This is an optimization exercise on Yosys and OpenROAD, whose aim is small area, a short achievable clock period and few clock cycles per item, not a production implementation.
Only simulation tests tie the RTL to the original design; equivalence was not proved.
Power figures rest on the tool's default switching activity, not on a simulated workload.

`flow/config.mk`:
```
export PLATFORM = sky130hd
export DESIGN_NAME = rational_arithmetic_unit_core
export DESIGN_NICKNAME = rational_arithmetic_unit_core
export VERILOG_FILES = /design/flow/design.v
export SDC_FILE = /design/flow/constraint.sdc
export NUM_CORES = 4
export LEC_CHECK = 0
export CAP_MARGIN = 20
export CORE_MARGIN = 2
export CORE_UTILIZATION = 65
export PLACE_DENSITY = 0.75
export SLEW_MARGIN = 20
export TNS_END_PERCENT = 0
```
`flow/constraint.sdc`:
```
create_clock -name core_clock -period 12.0 [get_ports {clk}]
set_input_delay 2.4000 -clock core_clock [delete_from_list [all_inputs] [get_ports {clk}]]
set_output_delay 2.4000 -clock core_clock [all_outputs]
set_load 0.01 [all_outputs]
```
`flow/design.v`:
```
package rau_pkg;
  localparam int unsigned FieldWidth  = 32;
  localparam int unsigned DenOutWidth = 31;
  localparam logic [1:0] CMD_ADD = 2'd0;
  localparam logic [1:0] CMD_SUB = 2'd1;
  localparam logic [1:0] CMD_MUL = 2'd2;
  localparam logic [1:0] CMD_DIV = 2'd3;
  localparam logic [1:0] ST_OK       = 2'd0;
  localparam logic [1:0] ST_ZERO_DEN = 2'd1;
  localparam logic [1:0] ST_DIV_ZERO = 2'd2;
  localparam logic [1:0] ST_OVERFLOW = 2'd3;
endpackage
module rau_booth (
  input  logic [2:0] bits,
  input  logic       flip,
  output logic       one,
  output logic       two,
  output logic       neg
);
  assign one = bits[1] ^ bits[0];
  assign two = (bits[2] & ~bits[1] & ~bits[0]) | (~bits[2] & bits[1] & bits[0]);
  assign neg = (bits[2] & ~(bits[1] & bits[0])) ^ flip;
endmodule
module rau_bk #(
  parameter int W = 64
) (
  input  logic [W-1:0] g,
  input  logic [W-1:0] p,
  output logic [W-1:0] go,
  output logic [W-1:0] po
);
  localparam int L = $clog2(W);
  logic [W-1:0] G [0:2*L];
  logic [W-1:0] P [0:2*L];
  assign G[0] = g;
  assign P[0] = p;
  genvar l, i;
  generate
    for (l = 0; l < L; l++) begin : up
      for (i = 0; i < W; i++) begin : bt
        if ((i % (2 << l)) == (2 << l) - 1) begin : nd
          assign G[l+1][i] = G[l][i] | (P[l][i] & G[l][i-(1<<l)]);
          assign P[l+1][i] = P[l][i] & P[l][i-(1<<l)];
        end else begin : th
          assign G[l+1][i] = G[l][i];
          assign P[l+1][i] = P[l][i];
        end
      end
    end
    for (l = L - 1; l > 0; l--) begin : dn
      for (i = 0; i < W; i++) begin : bt
        if ((i % (1 << l)) == (1 << (l - 1)) - 1 && i >= (1 << l)) begin : nd
          assign G[2*L-l][i] = G[2*L-l-1][i] | (P[2*L-l-1][i] & G[2*L-l-1][i-(1<<(l-1))]);
          assign P[2*L-l][i] = P[2*L-l-1][i] & P[2*L-l-1][i-(1<<(l-1))];
        end else begin : th
          assign G[2*L-l][i] = G[2*L-l-1][i];
          assign P[2*L-l][i] = P[2*L-l-1][i];
        end
      end
    end
  endgenerate
  assign go = G[2*L-1];
  assign po = P[2*L-1];
endmodule
module rau_add #(
  parameter int W = 36
) (
  input  logic [W-1:0] a,
  input  logic [W-1:0] b,
  input  logic         cin,
  output logic [W-1:0] s
);
  logic [W-1:0] g, p, go, po;
  assign g = a & b;
  assign p = a ^ b;
  rau_bk #(.W(W)) u_bk (.g(g), .p(p), .go(go), .po(po));
  logic [W-1:0] c;
  assign c = {go[W-2:0] | (po[W-2:0] & {(W-1){cin}}), cin};
  assign s = p ^ c;
endmodule
module rau_sub2 #(
  parameter int W = 64
) (
  input  logic [W-1:0] a,
  input  logic [W-1:0] b,
  output logic [W-1:0] d,
  output logic [W-1:0] dn,
  output logic         ge,
  output logic         eq
);
  logic [W-1:0] g, p, go, po;
  assign g = a & ~b;
  assign p = ~(a ^ b);
  rau_bk #(.W(W)) u_bk (.g(g), .p(p), .go(go), .po(po));
  logic [W-1:0] c1, c0;
  assign c1 = {go[W-2:0] | po[W-2:0], 1'b1};
  assign c0 = {go[W-2:0], 1'b0};
  assign d  = p ^ c1;
  assign dn = ~(p ^ c0);
  assign ge = go[W-1] | po[W-1];
  assign eq = po[W-1];
endmodule
module rational_arithmetic_unit_core #(
  parameter int unsigned VALUE_WIDTH = 32
) (
  input  logic                                clk,
  input  logic                                rst_n,
  input  logic                                in_valid,
  output logic                                in_ready,
  input  logic [1:0]                          in_command,
  input  logic signed [rau_pkg::FieldWidth-1:0] in_left_num,
  input  logic signed [rau_pkg::FieldWidth-1:0] in_left_den,
  input  logic signed [rau_pkg::FieldWidth-1:0] in_right_num,
  input  logic signed [rau_pkg::FieldWidth-1:0] in_right_den,
  output logic                                out_valid,
  input  logic                                out_ready,
  output logic signed [rau_pkg::FieldWidth-1:0] out_result_num,
  output logic [rau_pkg::DenOutWidth-1:0]     out_result_den,
  output logic [1:0]                          out_status
);
  localparam logic [1:0] A_IDLE = 2'd0;
  localparam logic [1:0] A_MUL  = 2'd1;
  localparam logic [1:0] A_DONE = 2'd2;
  localparam logic [1:0] B_IDLE = 2'd0;
  localparam logic [1:0] B_GCD  = 2'd1;
  logic [1:0]  a_st_r, a_st_nxt;
  logic [1:0]  b_st_r, b_st_nxt;
  logic        rdy_r, rdy_nxt;
  logic        ovalid_r, ovalid_nxt;
  always_ff @(posedge clk) begin
    if (!rst_n) begin
      a_st_r   <= A_IDLE;
      b_st_r   <= B_IDLE;
      rdy_r    <= 1'b1;
      ovalid_r <= 1'b0;
    end else begin
      a_st_r   <= a_st_nxt;
      b_st_r   <= b_st_nxt;
      rdy_r    <= rdy_nxt;
      ovalid_r <= ovalid_nxt;
    end
  end
  logic [3:0]         cnt_r, cnt_nxt;
  logic [1:0]         cmd_r, cmd_nxt;
  logic               rds_r, rds_nxt;       
  logic               rns_r, rns_nxt;       
  logic               zd_r, zd_nxt;         
  logic               dz_r, dz_nxt;         
  logic [31:0]        ln_r, ln_nxt;
  logic [31:0]        ld_r, ld_nxt;
  logic signed [32:0] uah_r, uah_nxt;
  logic [31:0]        ual_r, ual_nxt;
  logic signed [31:0] vah_r, vah_nxt;
  logic [31:0]        val_r, val_nxt;
  logic [63:0]        u_r, u_nxt;
  logic [62:0]        v_r, v_nxt;
  logic signed [31:0] m11_r, m11_nxt, m12_r, m12_nxt;    
  logic [30:0]        m21_r, m21_nxt, m22_r, m22_nxt;    
  logic               mov_r, mov_nxt;       
  logic               bzd_r, bzd_nxt;
  logic               bdz_r, bdz_nxt;
  logic [31:0]        onum_r, onum_nxt;
  logic [30:0]        oden_r, oden_nxt;
  logic [1:0]         ost_r, ost_nxt;
  always_ff @(posedge clk) begin
    cnt_r  <= cnt_nxt;
    cmd_r  <= cmd_nxt;
    rds_r  <= rds_nxt;
    rns_r  <= rns_nxt;
    dec_r  <= dec_nxt;
    zd_r   <= zd_nxt;
    dz_r   <= dz_nxt;
    ln_r   <= ln_nxt;
    ld_r   <= ld_nxt;
    uah_r  <= uah_nxt;
    ual_r  <= ual_nxt;
    vah_r  <= vah_nxt;
    val_r  <= val_nxt;
    u_r    <= u_nxt;
    v_r    <= v_nxt;
    m11_r  <= m11_nxt;
    m12_r  <= m12_nxt;
    m21_r  <= m21_nxt;
    m22_r  <= m22_nxt;
    mov_r  <= mov_nxt;
    bzd_r  <= bzd_nxt;
    bdz_r  <= bdz_nxt;
    onum_r <= onum_nxt;
    oden_r <= oden_nxt;
    ost_r  <= ost_nxt;
  end
  logic lns, lds;
  assign lns = ln_r[31];
  assign lds = ld_r[31];
  logic is_as, is_sub, is_mul, is_div;
  assign is_as  = ~cmd_r[1];
  assign is_sub = (cmd_r == rau_pkg::CMD_SUB);
  assign is_mul = (cmd_r == rau_pkg::CMD_MUL);
  assign is_div = (cmd_r == rau_pkg::CMD_DIV);
  function automatic logic [8:0] booth_dec(input logic [1:0] cmd,
                                           input logic ln_s, input logic ld_s,
                                           input logic rd_s, input logic rn_s,
                                           input logic [2:0] brd, input logic [2:0] brn);
    logic       as, sub, mul, dv, sgn;
    logic [2:0] ba, bb, bc;
    logic       fa, fb, fc;
    as  = ~cmd[1];
    sub = (cmd == rau_pkg::CMD_SUB);
    mul = (cmd == rau_pkg::CMD_MUL);
    dv  = (cmd == rau_pkg::CMD_DIV);
    sgn = dv ? (ld_s ^ rn_s) : (ld_s ^ rd_s);
    ba  = mul ? brn : brd;
    fa  = mul ? (ln_s ^ rn_s) : dv ? (ln_s ^ rd_s) : sgn;
    bb  = as ? brn : 3'b000;
    fb  = as & (sgn ^ sub);
    bc  = dv ? brn : brd;
    fc  = sgn;
    booth_dec = {ba[1] ^ ba[0], (ba[2] & ~ba[1] & ~ba[0]) | (~ba[2] & ba[1] & ba[0]), (ba[2] & ~(ba[1] & ba[0])) ^ fa,
                 bb[1] ^ bb[0], (bb[2] & ~bb[1] & ~bb[0]) | (~bb[2] & bb[1] & bb[0]), (bb[2] & ~(bb[1] & bb[0])) ^ fb,
                 bc[1] ^ bc[0], (bc[2] & ~bc[1] & ~bc[0]) | (~bc[2] & bc[1] & bc[0]), (bc[2] & ~(bc[1] & bc[0])) ^ fc};
  endfunction
  logic [8:0] dec_r, dec_nxt;
  logic one_a, two_a, neg_a, one_b, two_b, neg_b, one_c, two_c, neg_c;
  assign {one_a, two_a, neg_a, one_b, two_b, neg_b, one_c, two_c, neg_c} = dec_r;
  logic signed [33:0] xln, xld;
  assign xln = 34'(signed'(ln_r));
  assign xld = 34'(signed'(ld_r));
  logic signed [33:0] pp_a, pp_b, pp_c;
  assign pp_a = ((one_a ? xln : 34'sd0) | (two_a ? (xln <<< 1) : 34'sd0)) ^ {34{neg_a}};
  assign pp_b = ((one_b ? xld : 34'sd0) | (two_b ? (xld <<< 1) : 34'sd0)) ^ {34{neg_b}};
  assign pp_c = ((one_c ? xld : 34'sd0) | (two_c ? (xld <<< 1) : 34'sd0)) ^ {34{neg_c}};
  logic [34:0] csa_x, csa_y, csa_s, csa_c;
  logic [34:0] su;
  logic [33:0] sv;
  assign csa_x = 35'(signed'(pp_a));
  assign csa_y = 35'(signed'(pp_b));
  assign csa_s = 35'(uah_r) ^ csa_x ^ csa_y;
  assign csa_c = (35'(uah_r) & csa_x) | (35'(uah_r) & csa_y) | (csa_x & csa_y);
  rau_add #(.W(35)) u_addu (.a(csa_s), .b({csa_c[33:0], neg_a}), .cin(neg_b), .s(su));
  rau_add #(.W(34)) u_addv (.a(34'(vah_r)), .b(34'(signed'(pp_c))), .cin(neg_c), .s(sv));
  logic mul_neg;    
  assign mul_neg = lns ^ lds ^ rds_r ^ rns_r;
  logic        ua_neg;
  logic [63:0] ua_abs;
  assign ua_neg = uah_r[32];
  logic [63:0] ua_inv;
  assign ua_inv = {uah_r[31:0], ual_r} ^ {64{ua_neg}};
  rau_add #(.W(64)) u_abs (.a(ua_inv), .b(64'd0), .cin(ua_neg), .s(ua_abs));
  logic [63:0] d1, d2;       
  logic ge;                  
  logic ueq;
  rau_sub2 #(.W(64)) u_sub (.a({1'b0, v_r}), .b(u_r), .d(d1), .dn(d2), .ge(ge), .eq(ueq));
  logic uz, vz;
  assign uz  = (u_r == 64'd0);
  assign vz  = (v_r == 63'd0);
  function automatic logic [1:0] tz3(input logic [3:1] b);
    tz3 = b[1] ? 2'd1 : b[2] ? 2'd2 : 2'd3;
  endfunction
  logic [1:0] s_uv, s_u, s_v, s_d;
  assign s_uv = tz3(u_r[3:1] | v_r[3:1]);
  assign s_u  = tz3(u_r[3:1]);
  assign s_v  = tz3(v_r[3:1]);
  assign s_d  = tz3(d1[3:1]);
  logic signed [31:0] s1;    
  logic [31:0]        s2;    
  rau_add #(.W(32)) u_s1 (.a(m11_r), .b(m12_r), .cin(1'b0), .s(s1));
  rau_add #(.W(32)) u_s2 (.a({1'b0, m21_r}), .b({1'b0, m22_r}), .cin(1'b0), .s(s2));
  logic s1_ov, s2_ov;
  assign s1_ov = (m11_r[31] == m12_r[31]) && (s1[31] != m11_r[31]);
  assign s2_ov = s2[31];
  function automatic logic [63:0] shr(input logic [63:0] x, input logic [1:0] s);
    shr = (s == 2'd1) ? (x >> 1) : (s == 2'd2) ? (x >> 2) : (x >> 3);
  endfunction
  function automatic logic [31:0] shl1(input logic [31:0] x, input logic [1:0] s);
    shl1 = (s == 2'd1) ? (x << 1) : (s == 2'd2) ? (x << 2) : (x << 3);
  endfunction
  function automatic logic [30:0] shl2(input logic [30:0] x, input logic [1:0] s);
    shl2 = (s == 2'd1) ? (x << 1) : (s == 2'd2) ? (x << 2) : (x << 3);
  endfunction
  logic ovf_now;
  assign ovf_now = s1_ov | s2_ov;
  logic ovf_bits;
  assign ovf_bits = mov_r;
  logic be, ue, ve, oo;
  assign be = ~u_r[0] & ~v_r[0];
  assign ue = ~u_r[0] &  v_r[0];
  assign ve =  u_r[0] & ~v_r[0];
  assign oo =  u_r[0] &  v_r[0];
  logic g_stop;
  assign g_stop = uz | vz | ovf_bits | (oo & ueq);
  logic u_upd, v_upd, c1_upd, c2_upd;
  assign u_upd  = be | ue | (oo & ~ge);
  assign v_upd  = be | ve | oo;
  assign c1_upd = ue | oo;
  assign c2_upd = ve | oo;
  logic [1:0] u_sh, v_sh, c2_sh;
  assign u_sh  = be ? s_uv : s_u;
  assign v_sh  = be ? s_uv : s_v;
  assign c2_sh = oo ? s_d : s_v;
  logic [63:0] u_new, v_src, v_new64;
  logic [62:0] v_new;
  assign v_src   = oo ? (ge ? d1 : d2) : {1'b0, v_r};
  assign v_new64 = shr(v_src, oo ? s_d : v_sh);
  assign v_new   = v_new64[62:0];
  assign u_new   = oo ? {1'b0, v_r} : shr(u_r, u_sh);
  logic signed [31:0] m11_new, m12_new;
  logic [30:0]        m21_new, m22_new;
  function automatic logic sh_ov1(input logic [31:0] x, input logic [1:0] s);
    sh_ov1 = (s == 2'd1) ? (x[31:30] != 2'b00 && x[31:30] != 2'b11)
           : (s == 2'd2) ? (x[31:29] != 3'b000 && x[31:29] != 3'b111)
           :               (x[31:28] != 4'b0000 && x[31:28] != 4'b1111);
  endfunction
  function automatic logic sh_ov2(input logic [30:0] x, input logic [1:0] s);
    sh_ov2 = (s == 2'd1) ? x[30] : (s == 2'd2) ? (x[30:29] != 2'b00) : (x[30:28] != 3'b000);
  endfunction
  logic signed [31:0] c2s1;
  logic [30:0]        c2s2;
  assign c2s1 = (oo & ~ge) ? m11_r : m12_r;
  assign c2s2 = (oo & ~ge) ? m21_r : m22_r;
  logic c1_ov, c2_ov;
  assign c1_ov   = oo ? (s1_ov | s2_ov) : (sh_ov1(m11_r, s_u) | sh_ov2(m21_r, s_u));
  assign c2_ov   = sh_ov1(c2s1, c2_sh) | sh_ov2(c2s2, c2_sh);
  assign m11_new = oo ? s1 : shl1(m11_r, s_u);
  assign m21_new = oo ? s2[30:0] : shl2(m21_r, s_u);
  assign m12_new = shl1(c2s1, c2_sh);
  assign m22_new = shl2(c2s2, c2_sh);
  logic res_zero, res_ok;
  assign res_zero = uz & ~bzd_r & ~bdz_r;
  assign res_ok   = ~uz & ~bzd_r & ~bdz_r & ~ovf_bits & ~s1_ov & ~s2_ov;
  logic fin;       
  logic xfer;      
  assign fin  = (b_st_r == B_GCD) && g_stop && !ovalid_r;
  assign xfer = (a_st_r == A_DONE) && (b_st_r == B_IDLE || fin);
  always_comb begin
    a_st_nxt   = a_st_r;
    b_st_nxt   = b_st_r;
    ovalid_nxt = (ovalid_r & ~out_ready) | fin;
    cnt_nxt    = cnt_r;
    cmd_nxt    = cmd_r;
    rds_nxt    = rds_r;
    rns_nxt    = rns_r;
    dec_nxt    = dec_r;
    zd_nxt     = zd_r;
    dz_nxt     = dz_r;
    ln_nxt     = ln_r;
    ld_nxt     = ld_r;
    uah_nxt    = uah_r;
    ual_nxt    = ual_r;
    vah_nxt    = vah_r;
    val_nxt    = val_r;
    u_nxt      = u_r;
    v_nxt      = v_r;
    m11_nxt    = m11_r;
    m12_nxt    = m12_r;
    m21_nxt    = m21_r;
    m22_nxt    = m22_r;
    mov_nxt    = mov_r;
    bzd_nxt    = bzd_r;
    bdz_nxt    = bdz_r;
    onum_nxt   = onum_r;
    oden_nxt   = oden_r;
    ost_nxt    = ost_r;
    if (rdy_r) begin
      cmd_nxt = in_command;
      rds_nxt = in_right_den[31];
      rns_nxt = in_right_num[31];
      uah_nxt = '0;
      ual_nxt = in_right_den;
      vah_nxt = '0;
      val_nxt = in_right_num;
      ln_nxt  = in_left_num;
      ld_nxt  = in_left_den;
      dec_nxt = booth_dec(in_command, in_left_num[31], in_left_den[31],
                          in_right_den[31], in_right_num[31],
                          {in_right_den[1:0], 1'b0}, {in_right_num[1:0], 1'b0});
      cnt_nxt = '0;
      a_st_nxt = in_valid ? A_MUL : A_IDLE;
    end else if (a_st_r == A_MUL) begin
      if (cnt_r == 4'd0) begin
        zd_nxt = (ld_r == 32'd0) || (ual_r == 32'd0);
        dz_nxt = is_div && (val_r == 32'd0);
      end
      uah_nxt = su[34:2];
      ual_nxt = {su[1:0], ual_r[31:2]};
      vah_nxt = sv[33:2];
      val_nxt = {sv[1:0], val_r[31:2]};
      dec_nxt = booth_dec(cmd_r, lns, lds, rds_r, rns_r, ual_r[3:1], val_r[3:1]);
      cnt_nxt = cnt_r + 4'd1;
      if (cnt_r == 4'd15) a_st_nxt = A_DONE;
    end
    if (fin) begin
      onum_nxt = s1[31:0] & {32{res_ok}};
      oden_nxt = (s2[30:0] & {31{res_ok}}) | {30'd0, res_zero};
      if (bzd_r || bdz_r) begin
        ost_nxt = bzd_r ? rau_pkg::ST_ZERO_DEN : rau_pkg::ST_DIV_ZERO;
      end else if (uz) begin
        ost_nxt = rau_pkg::ST_OK;
      end else if (ovf_bits || ovf_now) begin
        ost_nxt = rau_pkg::ST_OVERFLOW;
      end else begin
        ost_nxt = rau_pkg::ST_OK;
      end
      b_st_nxt = B_IDLE;
    end
    if (xfer) begin
      u_nxt   = ua_abs;
      v_nxt   = {vah_r[30:0], val_r};
      m11_nxt = (is_as ? ua_neg : mul_neg) ? -32'sd1 : 32'sd1;
      m12_nxt = '0;
      m21_nxt = '0;
      m22_nxt = 31'd1;
      mov_nxt = 1'b0;
      bzd_nxt = zd_r;
      bdz_nxt = dz_r;
      b_st_nxt = B_GCD;
      a_st_nxt = A_IDLE;
    end else if (b_st_r == B_GCD && !(g_stop && ovalid_r)) begin
      if (u_upd) u_nxt = u_new;
      if (v_upd) v_nxt = v_new;
      mov_nxt = (c1_upd & c1_ov) | (c2_upd & c2_ov);
      if (c1_upd) begin
        m11_nxt = m11_new;
        m21_nxt = m21_new;
      end
      if (c2_upd) begin
        m12_nxt = m12_new;
        m22_nxt = m22_new;
      end
    end
  end
  always_comb begin
    rdy_nxt = (a_st_nxt == A_IDLE);
  end
  assign in_ready       = rdy_r;
  assign out_valid      = ovalid_r;
  assign out_result_num = onum_r;
  assign out_result_den = oden_r;
  assign out_status     = ost_r;
endmodule
```
`flow/flow/run.sh`:
```
#!/bin/bash
# standard layout, with repair_timing asked for more setup slack than the
# clock needs so that the critical paths are sized and buffered, and the
# port buffers made with the smallest buffer cell
cp standard.sh standard_sh.txt
export SETUP_SLACK_MARGIN=8.5
export BUFFER_PORTS_ARGS="-buffer_cell sky130_fd_sc_hd__buf_1"
bash standard.sh > standard.log 2>&1
```
`flow/standard.sh`:
```
#!/bin/bash
# synth_recipe.tcl (not shown) runs the flow's synth.tcl, then flattens the netlist and writes it again
# the make line also repeats each setting of config.mk as NAME=value (left out here)
make -C /OpenROAD-flow-scripts/flow DESIGN_CONFIG=/design/flow/config.mk WORK_HOME=/design/flow/orfs CLKGATE_MAP_FILE= SYNTH_SCRIPT=/design/flow/synth_recipe.tcl "${@:-finish}"
```
==> results.cfg, run 1 <==
[outcome]
outcome = no timing/DRC/antenna violations

[synthesis]
synth_edf_count = 369
synth_area_leaders = edfxtp_1 (27%), dfxtp_1 (8.1%), ha_1 (6.1%), a21oi_1 (5.0%), xnor2_1 (4.9%)
synth_top_family_by_area = compound AO/OA/AOI/OAI gates
synth_seq_cells = 537
synth-xor-area-share_pct = 7.05
synth_top_area_share_pct = 26.8
synth-compound-area-share_pct = 23.9
synth_cells = 4487
ys_types = 106
synth.area.mux_share_pct = 5.59
syn_area_um2 = 41400
synth_area_leader_cell = edfxtp_1
postSynthAreaPerCell_um2 = 9.22
synth.yosys.seq_area_share_pct = 34.9
syn_nets = 4920
synth_flop_cell = edfxtp_1
synth.most_common_cell = nor2_1
yosysWarningCount = 13
yosys.area_share.adder_pct = 10.8
async_reset_ff_share_pct = 0
yosys.area_share.simple_pct = 13.1
ys_top_cells_by_count = nor2_1 (476), a21oi_1 (414), edfxtp_1 (369), nand2_1 (280), o21ai_0 (251)

[timing]
rsz0062_at_grt = yes
clock_skew_ns = 0.0182
tns_ns = 0
layout_min_cycle_time_ns = 4.45
slew_headroom_pct = 25.7
period_share_pct = 37.1
hold_violations = 0
setup_viol = 0
finalMaxSlewViolations = 0
max_freq_mhz = 225
worst_pin_slew_ns = 1.11
worst_slack_ns = 7.55

[place]
place_area_um2 = 42500
post-dp-hpwl_mm = 86.4
io_buffers = 200
place.gp.congestion = 0.997
dp_slack_ns = 5.73

[drt]
antenna_left = 0
routed_via_density = 6.77
wl_per_cell_um = 23.8
drt_iter0_drc = 4801
vias = 37500
drcViolationCount = 0
wirelength_mm = 132
firstDrtPassIters = 6

[worst_setup_path]
worst_path_max_delay_cell = edfxtp_1
worstPathCellList = ha_1 > a211oi_2 > o21bai_2 > a221o_1 > a31oi_2 > nand2_1 > o31a_4 > buf_4 > nor2_4 > buf_12 > nor3_1 > o21ai_4 > buf_12
arrival_ns = 4.73
cp_max_fo = 64
cpPeakStageDelay_ns = 0.47
crit_type = reg -> reg
crit_required_ns = 12.28
startpoint_type = register
cpMostUsedCell = buf_12
end_kind = register

[clocking]
cts_buffers = 59
htree_levels = 2
clockBufferDepth = 3
path_clk_slew_ns = 0.06
clkSinkCount = 537
cts-root-buf = clkbuf_16
cts_tree = built
clk_latency_ns = 0.64

[die]
ios = 201
die_x_um = 256
initial_utilization_pct = 65.7
die_h_um = 256
core-area_um2 = 63000
die-area_um2 = 65700
row_count = 92

[power]
p_leak_nw = 17.1
ir_drop_uv = 177
p_per_area_nw_per_um2 = 122

[global_routing]
antenna_found_initial = 3
track_usage_pct = 38.9
overflow = 0
grt_pass1_wl_mm = 203
grt_max_degree = 140
grt_pass1_vias = 35600

[finish]
num-fill-cells = 4727
nNetsFinal = 5068
fin_area_um2 = 46500
largest_register_ffs = 64
area_delta_synth_final_pct = 12.4
drive_gt1_share_pct = 11.8
top_regs = u_r (64), v_r (63), uah_r (33)
antennaDiodeCount = 0
regMostFlops = u_r

[worst_hold_path]
hold_path.class = reg -> reg

[job]
drv_cap = 0
## area by class of cell
class | count | area (um2) | area share, %
multi-input cells | 3498 | 25700 | 55.2
flip-flops and latches | 537 | 14500 | 31.1
repair buffers | 385 | 2570 | 5.52
clock buffers | 81 | 1720 | 3.69
well taps | 846 | 1060 | 2.28
inverters | 153 | 601 | 1.29
clock inverters | 30 | 412 | 0.886
repair inverters | 1 | 8.76 | 0.0188
## worst max-delay path: cells and delay by family (launching register included)
| family | cells | cell delay (ns) |
|---|---|---|
| adder cells (fa/ha/maj) | 1 | 0.43 |
| flip-flops | 1 | 0.47 |
| buffers and inverters | 3 | 0.83 |
| AND/OR/NAND/NOR | 3 | 0.46 |
| AO/OA/AOI/OAI | 6 | 1.75 |
## power breakdown
group	internal [mW]	total [mW]	switching [mW]	leakage (nW)
Sequential	2.05	2.18	0.130	5.09
Combinational	0.685	1.50	0.812	11.0
Clock	1.21	2.00	0.793	1.03
Total	3.94	5.68	1.73	17.1
## logic make-up (layout without fill, tap and decap cells)
kind of cell	count (synthesis)	count (layout)
AO/OA/AOI/OAI	1480	1481
AND/OR/NAND/NOR	1162	1162
flip-flops	537	537
buffers and inverters	453	650
XOR/XNOR	333	333
adder cells (fa/ha/maj)	299	299
multiplexers	223	223
## layer usage
metal  wire length, um  vias to the layer above  track usage [%]
li1                  -                    17000                -
met1             50500                    17800             50.8
met2             59800                     2170             61.6
met3             14300                      434             8.21
met4              7040                        6             19.2
met5                41                        -                0
## final timing paths
| kind | from | endpoint | slack [ns] | cells past startpoint |
|---|---|---|---|---|
| worst max-delay path | v_r[49]$_DFFE_PP_ | u_r[12]$_DFFE_PP_ | 7.55 | 13 |
| worst min-delay path | dz_r$_DFFE_PP_ | bdz_r$_DFFE_PP_ | 0.43 | 0 |
| worst max register to register | v_r[49]$_DFFE_PP_ | u_r[12]$_DFFE_PP_ | 7.55 | 13 |
| worst min register to register | dz_r$_DFFE_PP_ | bdz_r$_DFFE_PP_ | 0.43 | 0 |
## cell usage in the layout, fill, tap and decap left out, drive strengths merged, types with 65 or more instances in the layout
cell    netlist  routed
o22ai        72      72
xnor2       233     233
a21o         79      79
a211oi      156     156
ha          202     202
a22oi       114     114
xor2        100     100
inv         151     154
mux2i       158     158
fa           97      97
dfxtp       168     168
o21ai       264     264
edfxtp      369     369
clkbuf      206      84
mux2         65      65
nand2       281     281
buf          94     376
nor2        480     480
a21oi       419     419
## per-stage QoR
stage	util, %	power, mW	std cells	hold WS [ns]
detailed placement	67.4	3.65	5282	0.413
finish	73.8	5.68	5531	0.433
floorplan	-	3.32	4487	0.400
CTS	73.4	5.66	5518	0.428
global placement	67.4	3.62	5282	0.410
global route	73.8	5.93	5531	0.440
## what timing repair did
item / in CTS / in global routing
hold buffers: 0 / 0
pin swaps: 40 / 22
gates cloned: 11 / 1
setup endpoints to repair: 672 / 670
setup buffers: 114 / 11
resized for setup: 116 / 29
Testbench counts, summed over its fixed seeds: cycles 53,907, items 2,400.
==> run 2, diff against run 1 <==
--- a/flow/config.mk
+++ b/flow/config.mk
@@ -8,6 +8,7 @@
 export CAP_MARGIN = 20
 export CORE_MARGIN = 2
 export CORE_UTILIZATION = 65
+export CTS_BUF_LIST = sky130_fd_sc_hd__clkbuf_8
 export PLACE_DENSITY = 0.75
 export SLEW_MARGIN = 20
 export TNS_END_PERCENT = 0
==> results.cfg, run 2 <==
[outcome]
outcome = no timing/DRC/antenna violations

[synthesis]
ys_top_cells_by_count = nor2_1 (476), a21oi_1 (414), edfxtp_1 (369), nand2_1 (280), o21ai_0 (251)
yosysWarningCount = 13
synth_top_area_share_pct = 26.8
ys_types = 106
synth_cells = 4487
syn_nets = 4920
synth_area_leaders = edfxtp_1 (27%), dfxtp_1 (8.1%), ha_1 (6.1%), a21oi_1 (5.0%), xnor2_1 (4.9%)
synth_flop_cell = edfxtp_1
syn_area_um2 = 41400
synth_area_leader_cell = edfxtp_1
async_reset_ff_share_pct = 0
synth_seq_cells = 537
synth.yosys.seq_area_share_pct = 34.9
synth.most_common_cell = nor2_1
postSynthAreaPerCell_um2 = 9.22
synth_edf_count = 369

[die]
initial_utilization_pct = 65.7
die_x_um = 256
die_h_um = 256
ios = 201
row_count = 92
die-area_um2 = 65700
core-area_um2 = 63000

[clocking]
clk_latency_ns = 0.73
cts-root-buf = clkbuf_8
clockBufferDepth = 3
clkSinkCount = 537
postCtsHoldBufs = 0
cts_buffers = 96
cts_tree = built
path_clk_slew_ns = 0.07
htree_levels = 3

[place]
post-dp-hpwl_mm = 86.4
io_buffers = 200
place.gp.congestion = 0.997
dp_slack_ns = 5.73
dp_cells = 5282

[power]
power.switching_mw = 1.76
comb_power_share_pct = 27.5
p_clk_share_pct = 32.4
ir_drop_uv = 150
p_leak_nw = 17.0
seq_power_share_pct = 40.1
power.total_mw = 5.43
p_per_area_nw_per_um2 = 117
internal_power_mw = 3.67
p_sw_share_pct = 32.4

[timing]
rsz0062_at_grt = yes
clock_skew_ns = 0.0445
max_freq_mhz = 225
worst_pin_slew_ns = 1.21
slew_headroom_pct = 18.7
period_share_pct = 37.1
layout_min_cycle_time_ns = 4.45
worst_slack_ns = 7.55
setup_viol = 0
tns_ns = 0
finalMaxSlewViolations = 0
hold_violations = 0

[worst_setup_path]
end_kind = register
crit_type = reg -> reg
arrival_ns = 4.89
r2r_setup_slack_ns = 7.55
r2r_start = u_r[1]$_DFFE_PP_
startpoint_type = register
rr_endpoint = v_r[20]$_DFFE_PP_
crit_required_ns = 12.44
r2r_cells = 20
cp_max_fo = 18

[drt]
wirelength_mm = 132
routed_via_density = 6.72
wl_per_cell_um = 23.6
drcViolationCount = 0
drt_iter0_drc = 4583
vias = 37500
antenna_left = 0
firstDrtPassIters = 7

[worst_hold_path]
hp-start = dz_r$_DFFE_PP_
whs_endpoint = bdz_r$_DFFE_PP_
worstHoldPathCells = 0
hold_path.class = reg -> reg

[finish]
nNetsFinal = 5086
drive_gt1_share_pct = 12.2
regMostFlops = u_r
area_delta_synth_final_pct = 11.7
layout.cells.non_filler = 5581
layout_commonest_cell = nor2_1
largest_register_ffs = 64
layout_common_cells = nor2_1 (455), a21oi_1 (405), edfxtp_1 (369)
top_regs = u_r (64), v_r (63), uah_r (33)

[global_routing]
grt_pass1_wl_mm = 203
grt_max_degree = 140
antenna_found_initial = 4
grt_pass1_vias = 35700
track_usage_pct = 39.0
overflow = 0

[job]
drv_cap = 0
==> run 2: changes by cell type in the layout (fill, tap and decap cells not counted), moves of 4 or more <==
cell       previous run  this run
nor2_2               10        19
clkbuf_1             12         0
diode_2               0         4
clkbuf_16            65         2
clkbuf_8              6       106
inv_1               135       169
bufinv_16            10         6
nor2_1              466       455
clkinv_1              6        17
buf_4               154       132
==> run 2: power groups by stage <==
| stage | Combinational (mW) | Clock, mW | Sequential (mW) |
|---|---|---|---|
| after floorplan | 1.17 | 0 | 2.15 |
| after global placement | 1.41 | 0 | 2.21 |
| after detailed placement | 1.44 | 0 | 2.21 |
| after CTS | 1.47 | 1.77 | 2.17 |
| after global routing | 1.65 | 1.85 | 2.18 |
| final | 1.49 | 1.76 | 2.18 |
==> run 2: routing by layer <==
layer	global-route usage, %	up-vias	share of wire, %	wire length (um)
li1	-	17100	-	-
met1	50.7	17900	39	51400
met2	60.8	2074	45	59400
met3	8.94	442	10	13400
met4	20.4	4	5.8	7640
met5	0	-	0.020	27
==> run 2: logic make-up (layout without fill, tap and decap cells) <==
kind of cell    count (synthesis)  in the layout  synth area share (%)
simple gates                 1162           1162                  13.1
other cells                     0              4                     0
xor+xnor                      333            333                  7.05
fa+ha+maj                     299            299                  10.8
mux                           223            223                  5.59
flops                         537            537                  34.9
buf+inv                       453            696                  4.62
compound gates               1480           1481                  23.9
==> run 2: critical path: stages, from the launching register on <==
cell      delay (ns)
edfxtp_1        0.40
buf_12          0.13
inv_6           0.08
fa_2            0.38
nor2b_4         0.15
o31ai_4         0.22
a21o_1          0.21
nand2b_4        0.10
nand2_1         0.10
nand2_2         0.09
a21o_1          0.19
a21o_1          0.19
a21o_1          0.18
a21o_1          0.18
fa_1            0.41
a31oi_1         0.18
mux2i_1         0.13
xnor2_1         0.25
a21oi_2         0.12
a222oi_1        0.37
a21oi_1         0.11
==> run 2: repair_timing <==
item                       CTS  global route
gates cloned                12             2
pin swaps                   40            21
buffers inserted            94            10
setup endpoints to repair  670           670
resized for setup          131            26
==> run 2: worst max path at each step <==
stage / endpoint / from / cells past startpoint
after floorplan: v_r[59]$_DFFE_PP_ / u_r[1]$_DFFE_PP_ / 21
after global placement: m11_r[13]$_DFFE_PP_ / u_r[1]$_DFFE_PP_ / 13
after detailed placement: m11_r[21]$_DFFE_PP_ / u_r[1]$_DFFE_PP_ / 13
after CTS: v_r[60]$_DFFE_PP_ / u_r[21]$_DFFE_PP_ / 18
after global routing: oden_r[25]$_DFFE_PP_ / m11_r[13]$_DFFE_PP_ / 19
final: v_r[20]$_DFFE_PP_ / u_r[1]$_DFFE_PP_ / 20
==> run 2: layout make-up <==
cell class                 instances  area (um2)
clock buffer                     105        1450
multi-input combinational       3498       25700
inverter                         153         598
clock inverter                    71         467
timing repair buffer             366        2470
tap                              846        1060
timing repair inverter             1        8.76
antenna                            4        10.0
fill                            4844       16800
sequential                       537       14500
==> run 2: metrics by stage <==
step / hold slack, ns / util [%] / area, um2
after global placement: 0.410 / 67.4 / 42500
after detailed placement: 0.413 / 67.4 / 42500
after global routing: 0.411 / 73.4 / 46200
after CTS: 0.410 / 73.0 / 45900
after floorplan: 0.400 / - / 41500
final: 0.411 / 73.4 / 46200
==> run 3, diff against run 2 <==
--- a/flow/config.mk
+++ b/flow/config.mk
@@ -9,6 +9,7 @@
 export CORE_MARGIN = 2
 export CORE_UTILIZATION = 65
 export CTS_BUF_LIST = sky130_fd_sc_hd__clkbuf_8
+export CTS_CLUSTER_SIZE = 20
 export PLACE_DENSITY = 0.75
 export SLEW_MARGIN = 20
 export TNS_END_PERCENT = 0
==> results.cfg, run 3 <==
[clocking]
cts-root-buf = clkbuf_8
cts_tree = built
clockBufferDepth = 3
cts_buffers = 96
postCtsHoldBufs = 0
path_clk_slew_ns = 0.07
htree_levels = 3
clkSinkCount = 537
clk_latency_ns = 0.73

[timing]
tns_ns = 0
rsz0062_at_grt = yes
max_freq_mhz = 224
worst_pin_slew_ns = 1.18
fin_hold_ws_ns = 0.412
clock_skew_ns = 0.0438
slew_headroom_pct = 19.6
finalMaxSlewViolations = 0
period_share_pct = 37.2
layout_min_cycle_time_ns = 4.47
setup_viol = 0
hold_violations = 0

[drt]
routed_via_density = 6.73
drcViolationCount = 0
wl_per_cell_um = 23.7
wirelength_mm = 132
drt_iter0_drc = 4595
vias = 37600
antenna_left = 0
firstDrtPassIters = 6

[synthesis]
synth.most_common_cell = nor2_1
ys_types = 106
async_reset_ff_share_pct = 0
synth_cells = 4487
synth_seq_cells = 537
syn_nets = 4920
yosysWarningCount = 13
synth_area_leaders = edfxtp_1 (27%), dfxtp_1 (8.1%), ha_1 (6.1%), a21oi_1 (5.0%), xnor2_1 (4.9%)
postSynthAreaPerCell_um2 = 9.22
synth_top_area_share_pct = 26.8
synth.yosys.seq_area_share_pct = 34.9
ys_top_cells_by_count = nor2_1 (476), a21oi_1 (414), edfxtp_1 (369), nand2_1 (280), o21ai_0 (251)
synth_flop_cell = edfxtp_1
synth_edf_count = 369
syn_area_um2 = 41400
synth_area_leader_cell = edfxtp_1

[die]
initial_utilization_pct = 65.7
die_x_um = 256
ios = 201
core-area_um2 = 63000
row_count = 92
die_h_um = 256
die-area_um2 = 65700

[power]
ir_drop_uv = 150
p_leak_nw = 17.1
p_per_area_nw_per_um2 = 117

[global_routing]
track_usage_pct = 39.0
overflow = 0
antenna_found_initial = 4
grt_max_degree = 140
grt_pass1_vias = 35700
grt_pass1_wl_mm = 203

[outcome]
outcome = no timing/DRC/antenna violations

[finish]
largest_register_ffs = 64
area_delta_synth_final_pct = 11.7
layout_common_cells = nor2_1 (455), a21oi_1 (405), edfxtp_1 (369)
nNetsFinal = 5088
layout.cells.non_filler = 5582
regMostFlops = u_r
drive_gt1_share_pct = 12.2
top_regs = u_r (64), v_r (63), uah_r (33)
layout_commonest_cell = nor2_1

[worst_setup_path]
arrival_ns = 4.91
cp_max_fo = 18
crit_required_ns = 12.44
crit_type = reg -> reg
startpoint_type = register
end_kind = register

[place]
dp_cells = 5282
io_buffers = 200
post-dp-hpwl_mm = 86.4
place.gp.congestion = 0.997

[job]
drv_cap = 0

[worst_hold_path]
hold_path.class = reg -> reg
run 3: worst max-delay path, stage by stage, from the launching register on:
cell and delay, ns:
edfxtp_1 0.40, buf_12 0.13, inv_6 0.08, fa_2 0.38
nor2b_4 0.15, o31ai_4 0.22, a21o_1 0.21, nand2b_4 0.10
nand2_1 0.10, nand2_2 0.10, a21o_1 0.19, a21o_1 0.20
a21o_1 0.18, a21o_1 0.18, fa_1 0.41, a31oi_1 0.18
mux2i_1 0.13, xnor2_1 0.26, a21oi_2 0.12, a222oi_1 0.37
a21oi_1 0.11
run 3: worst paths after layout:
check / start / to / slack (ns) / cells after the start
worst min register to register: dz_r$_DFFE_PP_ / bdz_r$_DFFE_PP_ / 0.41 / 0
worst min-delay path: dz_r$_DFFE_PP_ / bdz_r$_DFFE_PP_ / 0.41 / 0
worst max-delay path: u_r[1]$_DFFE_PP_ / v_r[20]$_DFFE_PP_ / 7.53 / 20
worst max register to register: u_r[1]$_DFFE_PP_ / v_r[20]$_DFFE_PP_ / 7.53 / 20
run 3: logic make-up after synthesis:
kind of cell / count (synthesis) / share of synthesized area [%]
and+or+nand+nor: 1162 / 13.1
buffers and inverters: 453 / 4.62
xor gates and xnor gates: 333 / 7.05
AOI/OAI and AO/OA: 1480 / 23.9
muxes: 223 / 5.59
DFF: 537 / 34.9
adders and majority gates: 299 / 10.8
run 3: metrics by stage:
step | utilization [%] | worst slack [ns] | power [mW] | area, um2
3_5_place_dp | 67.4 | 5.73 | 3.65 | 42500
3_3_place_gp | 67.4 | 5.95 | 3.62 | 42500
6_report | 73.4 | 7.53 | 5.43 | 46200
4_1_cts | 73.0 | 7.64 | 5.41 | 45900
2_1_floorplan | - | 7.58 | 3.32 | 41500
5_1_grt | 73.4 | 7.42 | 5.69 | 46200
run 3: layout make-up:
| class | instances | area (um2) |
|---|---|---|
| multi-input combinational | 3498 | 25700 |
| fill | 4846 | 16700 |
| sequential | 537 | 14500 |
| timing repair buffer | 368 | 2480 |
| clock buffer | 105 | 1450 |
| tap | 846 | 1060 |
| inverter | 153 | 598 |
| clock inverter | 70 | 464 |
| antenna | 4 | 10.0 |
| timing repair inverter | 1 | 8.76 |
run 3: timing repair:
action,4_1_cts,5_1_grt
cloned,12,2
buffers inserted,94,12
setup endpoints to repair,670,670
pin swaps,40,21
gates resized for setup,131,26
run 3: layer usage:
layer	global-route usage, %	vias up	part of all wire (%)
met2	60.8	2089	45
met5	0	-	0.020
met4	20.4	4	5.8
met3	8.94	445	10
li1	-	17100	-
met1	50.7	17900	39
run 3: power by group:
part	leakage, nW	internal [mW]	switching (mW)
clock	1.10	0.934	0.824
sequential	5.09	2.05	0.130
combinational	10.9	0.686	0.806
==> run 4, diff against run 3 <==
--- a/flow/config.mk
+++ b/flow/config.mk
@@ -7,9 +7,7 @@
 export LEC_CHECK = 0
 export CAP_MARGIN = 20
 export CORE_MARGIN = 2
-export CORE_UTILIZATION = 65
-export CTS_BUF_LIST = sky130_fd_sc_hd__clkbuf_8
-export CTS_CLUSTER_SIZE = 20
-export PLACE_DENSITY = 0.75
+export CORE_UTILIZATION = 75
+export PLACE_DENSITY = 0.85
 export SLEW_MARGIN = 20
 export TNS_END_PERCENT = 0
==> results.cfg, run 4 <==
[drt]
firstDrtPassIters = 12
wl_per_cell_um = 24.9
drcViolationCount = 0
wirelength_mm = 134
vias = 38700
drt_iter0_drc = 5474
antenna_left = 0
routed_via_density = 7.20

[place]
place.gp.congestion = 1.00
io_buffers = 200
dp_slack_ns = 5.92
dp_cells = 5141
place_area_um2 = 42300
post-dp-hpwl_mm = 85.4

[worst_setup_path]
crit_required_ns = 12.39
cp_max_fo = 62
rr_endpoint = v_r[9]$_DFFE_PP_
r2r_start = v_r[0]$_DFFE_PP_
r2r_cells = 12
end_kind = register
r2r_setup_slack_ns = 7.32
startpoint_type = register
crit_type = reg -> reg
arrival_ns = 5.08

[timing]
worst_slack_ns = 7.32
worst_pin_slew_ns = 1.14
hold_violations = 0
rsz0062_at_grt = yes
layout_min_cycle_time_ns = 4.68
fin_hold_ws_ns = 0.403
period_share_pct = 39.0
slew_headroom_pct = 23.6
setup_viol = 0
max_freq_mhz = 214
tns_ns = 0
finalMaxSlewViolations = 0
clock_skew_ns = 0.0201

[power]
seq_power_share_pct = 38.7
comb_power_share_pct = 27.3
p_clk_share_pct = 34.0
p_sw_share_pct = 32.0
p_leak_nw = 16.9
power.switching_mw = 1.80
power.total_mw = 5.64
p_per_area_nw_per_um2 = 123
internal_power_mw = 3.83
ir_drop_uv = 193

[finish]
layout_commonest_cell = nor2_1
nNetsFinal = 5053
layout.cells.non_filler = 5376
top_regs = u_r (64), v_r (63), uah_r (33)
regMostFlops = u_r
post-route-util_pct = 83.8
register_area_um2 = 14500
fin_area_um2 = 45900
largest_register_ffs = 64
drive_gt1_share_pct = 11.4
num-fill-cells = 3318
area_delta_synth_final_pct = 10.9
multi_input_area_um2 = 25600
layout_common_cells = nor2_1 (466), a21oi_1 (406), edfxtp_1 (369)

[synthesis]
postSynthAreaPerCell_um2 = 9.22
synth.most_common_cell = nor2_1
syn_nets = 4920
synth_cells = 4487
synth_seq_cells = 537
synth_flop_cell = edfxtp_1
synth_top_area_share_pct = 26.8
ys_top_cells_by_count = nor2_1 (476), a21oi_1 (414), edfxtp_1 (369), nand2_1 (280), o21ai_0 (251)
synth_area_leaders = edfxtp_1 (27%), dfxtp_1 (8.1%), ha_1 (6.1%), a21oi_1 (5.0%), xnor2_1 (4.9%)
synth.yosys.seq_area_share_pct = 34.9
synth_area_leader_cell = edfxtp_1
yosysWarningCount = 13
synth_edf_count = 369
ys_types = 106
syn_area_um2 = 41400
async_reset_ff_share_pct = 0

[global_routing]
grt_pass1_wl_mm = 205
antenna_found_initial = 3
track_usage_pct = 46.0
grt_max_degree = 124
grt_pass1_vias = 36800
overflow = 0

[die]
ios = 201
row_count = 86
initial_utilization_pct = 75.5
core-area_um2 = 54800
die_h_um = 239
die_x_um = 239
die-area_um2 = 57100

[worst_hold_path]
hp-start = dz_r$_DFFE_PP_
worstHoldPathCells = 0
hold_path.class = reg -> reg
whs_endpoint = bdz_r$_DFFE_PP_

[clocking]
cts_tree = built
clkSinkCount = 537
cts-root-buf = clkbuf_16
cts_buffers = 59
clk_latency_ns = 0.66
htree_levels = 2
path_clk_slew_ns = 0.07
clockBufferDepth = 3

[job]
drv_cap = 0

[outcome]
outcome = no timing/DRC/antenna violations
run 4: cell counts after synthesis:
Identical to the previous run, type by type.
run 4: worst max-delay path by stage:
stage,end,slack [ns],from,depth (start not counted)
4_1_cts,v_r[59]$_DFFE_PP_,7.61,v_r[0]$_DFFE_PP_,19
3_3_place_gp,v_r[35]$_DFFE_PP_,6.09,u_r[1]$_DFFE_PP_,12
6_report,v_r[9]$_DFFE_PP_,7.32,v_r[0]$_DFFE_PP_,12
2_1_floorplan,v_r[59]$_DFFE_PP_,7.58,u_r[1]$_DFFE_PP_,21
3_5_place_dp,u_r[19]$_DFFE_PP_,5.92,u_r[1]$_DFFE_PP_,11
5_1_grt,u_r[11]$_DFFE_PP_,7.29,v_r[12]$_DFFE_PP_,14
run 4: metal layers:
layer  track usage (%)  vias up  wire length (um)
met5             0.693        -                11
met4              28.1        2              9530
li1                  -    17000                 -
met3              13.2      694             17900
met2              70.3     2850             58900
met1              57.7    18200             47700
run 4: kinds of logic (layout without fill, tap and decap cells):
logic type / count (synthesis) / after routing / synth area share [%]
DFF: 537 / 537 / 34.9
adders and majority gates: 299 / 299 / 10.8
muxes: 223 / 223 / 5.59
other: 0 / 2 / 0
AOI/OAI and AO/OA: 1480 / 1481 / 23.9
xor gates and xnor gates: 333 / 333 / 7.05
and+or+nand+nor: 1162 / 1165 / 13.1
buffers and inverters: 453 / 632 / 4.62
run 4: area by class of cell:
type                            instances  area share [%]
Multi-Input combinational cell       3501            55.9
Antenna cell                            2          0.0109
Sequential cell                       537            31.5
Timing Repair Buffer                  366            5.00
Tap cell                              704            1.92
Clock inverter                         38           0.881
Clock buffer                           73            3.49
Timing Repair inverter                  2          0.0382
Inverter                              153            1.30
run 4: power by group through the flow:
| stage | clock (mW) | combinational [mW] | sequential [mW] |
|---|---|---|---|
| floorplan | 0 | 1.17 | 2.15 |
| global placement | 0 | 1.39 | 2.22 |
| detailed placement | 0 | 1.44 | 2.22 |
| CTS | 1.91 | 1.50 | 2.17 |
| global route | 1.97 | 1.67 | 2.18 |
| finish | 1.92 | 1.54 | 2.18 |
run 4: worst max-delay path, cell delays in order, from the launching register on:
cell and delay [ns]:
edfxtp_1 0.44, buf_4 0.15, buf_4 0.16, ha_4 0.42, buf_4 0.68, o211ai_1 0.44
inv_1 0.27, nor2_2 0.07, buf_4 0.34, nand2_4 0.59, nor2_1 0.16, a221oi_1 0.48
a21oi_1 0.15
run 4: repair_timing:
| action | in CTS | in global routing |
|---|---|---|
| buffers inserted | 89 | 20 |
| hold buffers | 0 | 0 |
| pin swaps | 31 | 9 |
| endpoints found under the setup margin | 671 | 670 |
| endpoints found under the hold margin | 0 | 0 |
| gates resized for setup | 111 | 12 |
| gates cloned | 12 | 0 |

[separate check: timing with driven ports]
How much do the figures lean on ideal ports? The routed layouts below were timed once more, with nothing changed but the port constraints. Step 1: set_driving_cell puts a clkbuf_16 on clk and a buf_2 on each other input, an assumption about the parent block. Step 2 times the ports against the registers' clock, not the clock port: input delays grow and output delays shrink by t, the midpoint of the rising clock arrivals with the driver on. Three values: no drivers, after step 1, after step 2; two values: the first two.
| run | shift t [ns] | slack for setup (ns) | hold slack, ns | cell pins on the clock port's net |
|---|---|---|---|---|
| run 1 | 0.703 | 7.551 / 7.551 / 7.551 | 0.433 / 0.433 / 0.433 | 1 |
| run 2 | 0.773 | 7.553 / 7.553 / 7.553 | 0.411 / 0.411 / 0.411 | 1 |
| run 3 | 0.771 | 7.533 / 7.533 / 7.533 | 0.412 / 0.412 / 0.412 | 1 |
| run 4 | 0.721 | 7.318 / 7.318 / 7.318 | 0.403 / 0.403 / 0.403 | 1 |
After both steps every run listed still meets setup and hold.
